This design comes from an exercise in tuning for small area on the open sky130 flow, not from production work.
The RTL was checked by simulation tests, not by an equivalence proof against the original design.

// upcoin_top
module upcoin_top (
  input  logic clk,
  input  logic block_load,
  input  logic sck,
  input  logic sdi,
  output logic sdo,
  output logic done
);
Size: roughly 2900 cells after synthesis, ~800 flip-flops, about 6 I/O pins, roughly 34000 um^2 of cells after synthesis.
Settings: LEC_CHECK=0, CAP_MARGIN=20, CORE_MARGIN=2, CORE_UTILIZATION=80, CTS_BUF_LIST=sky130_fd_sc_hd__clkbuf_16, CTS_CLUSTER_DIAMETER=60, CTS_CLUSTER_SIZE=34, PLACE_DENSITY=0.88, SLEW_MARGIN=20; clock period 10.0 ns.
standard.sh (not shown) runs the stock make flow with config.mk's settings and CLKGATE_MAP_FILE= SYNTH_SCRIPT=/design/flow/synth_recipe.tcl, a recipe that flattens the netlist after the stock synthesis.
==> flow/flow/run.sh <==
#!/bin/bash
set -euo pipefail
cd "$(dirname "$0")/.."
export CTS_ARGS="-sink_clustering_enable -repair_clock_nets -dont_use_dummy_load -buf_list sky130_fd_sc_hd__clkbuf_16 -sink_clustering_size 34 -sink_clustering_max_diameter 60"
bash standard.sh > standard_flow.log 2>&1
The baseline aborted during global routing (5_1_grt) (GRT-0116).
Edit:
==> flow/run.sh (new file) <==
#!/bin/bash
# synth_recipe.tcl (not shown) runs the flow's synth.tcl, then flattens the netlist and writes it again
# the make line also repeats each setting of config.mk as NAME=value (left out here)
make -C /OpenROAD-flow-scripts/flow DESIGN_CONFIG=/design/flow/config.mk WORK_HOME=/design/flow/orfs CLKGATE_MAP_FILE= SYNTH_SCRIPT=/design/flow/synth_recipe.tcl finish
--- a/flow/config.mk
+++ b/flow/config.mk
@@ -8,8 +8,7 @@
 export CAP_MARGIN = 20
 export CORE_MARGIN = 2
-export CORE_UTILIZATION = 80
+export CORE_UTILIZATION = 40
 export CTS_BUF_LIST = sky130_fd_sc_hd__clkbuf_16
-export CTS_CLUSTER_DIAMETER = 60
-export CTS_CLUSTER_SIZE = 34
-export PLACE_DENSITY = 0.88
+export CTS_CLUSTER_DIAMETER = 80
+export CTS_CLUSTER_SIZE = 26
 export SLEW_MARGIN = 20
removed: flow/flow/run.sh
removed: flow/standard.sh
The new run completed without violations.
Area after synthesis stays the same.
Synthesized cell count does not change.
Edit:
==> flow/flow/run.sh (new file) <==
#!/bin/bash
set -euo pipefail
cd "$(dirname "$0")/.."
export CTS_ARGS="-sink_clustering_enable -repair_clock_nets -dont_use_dummy_load -buf_list sky130_fd_sc_hd__clkbuf_8 -sink_clustering_size 18 -sink_clustering_max_diameter 50"
bash standard.sh > standard_flow.log 2>&1
==> flow/standard.sh (new file) <==
#!/bin/bash
# synth_recipe.tcl (not shown) runs the flow's synth.tcl, then flattens the netlist and writes it again
# the make line also repeats each setting of config.mk as NAME=value (left out here)
make -C /OpenROAD-flow-scripts/flow DESIGN_CONFIG=/design/flow/config.mk WORK_HOME=/design/flow/orfs CLKGATE_MAP_FILE= SYNTH_SCRIPT=/design/flow/synth_recipe.tcl "${@:-finish}"
--- a/flow/config.mk
+++ b/flow/config.mk
@@ -8,7 +8,8 @@
 export CAP_MARGIN = 20
 export CORE_MARGIN = 2
-export CORE_UTILIZATION = 40
-export CTS_BUF_LIST = sky130_fd_sc_hd__clkbuf_16
-export CTS_CLUSTER_DIAMETER = 80
-export CTS_CLUSTER_SIZE = 26
+export CORE_UTILIZATION = 80
+export CTS_BUF_LIST = sky130_fd_sc_hd__clkbuf_8
+export CTS_CLUSTER_DIAMETER = 50
+export CTS_CLUSTER_SIZE = 18
+export PLACE_DENSITY = 0.88
 export SLEW_MARGIN = 20
removed: flow/run.sh
Effect:
- This time the run died in global routing (5_1_grt) with GRT-0116
- area after synthesis does not change
- synthesized cell count is unchanged
Edit:
==> flow/flow/run.sh (replaced) <==
#!/bin/bash
set -euo pipefail
cd "$(dirname "$0")/.."
export CTS_ARGS="-sink_clustering_enable -repair_clock_nets -dont_use_dummy_load -buf_list sky130_fd_sc_hd__clkbuf_16 -sink_clustering_size 26 -sink_clustering_max_diameter 80"
bash standard.sh > standard_flow.log 2>&1
==> flow/config.mk (replaced) <==
export PLATFORM = sky130hd
export DESIGN_NAME = upcoin_top
export DESIGN_NICKNAME = upcoin_top
export VERILOG_FILES = /design/flow/design.v
export SDC_FILE = /design/flow/constraint.sdc
export NUM_CORES = 4
export LEC_CHECK = 0
export CAP_MARGIN = 20
export CORE_MARGIN = 2
export CORE_UTILIZATION = 40
export CTS_BUF_LIST = sky130_fd_sc_hd__clkbuf_16
export CTS_CLUSTER_DIAMETER = 80
export CTS_CLUSTER_SIZE = 26
export SLEW_MARGIN = 20
Outcome:
- With this change the flow finished with timing, DRC and antenna clean
- synthesized area stays the same
- synthesized cell count does not change

## afterwards: timing with drivers on the ports
No port has a modelled driver above. Below, the same layouts with a new extraction and two added sets of constraints. Step 1: set_driving_cell puts a clkbuf_16 on clk and a buf_2 on each other input, an assumption about the parent block. Step 2 times the ports against the registers' clock, not the clock port: input delays grow and output delays shrink by t, the midpoint of the rising clock arrivals with the driver on. Slacks: no drivers / after step 1 / after step 2; pairs: no drivers / after step 1.
| run | t (ns) | setup WS [ns] | hold WS [ns] | worst setup path after step 2 | cell pins on the clock port's net |
|---|---|---|---|---|---|
| the second run | 0.667 | 1.560 / 1.560 / 1.560 | 0.321 / 0.321 / 0.321 | register to register | 1 |
| the fourth run | 0.639 | 1.537 / 1.537 / 1.537 | 0.298 / 0.298 / 0.298 | register to register | 1 |
After both steps setup and hold are still met in every run listed.
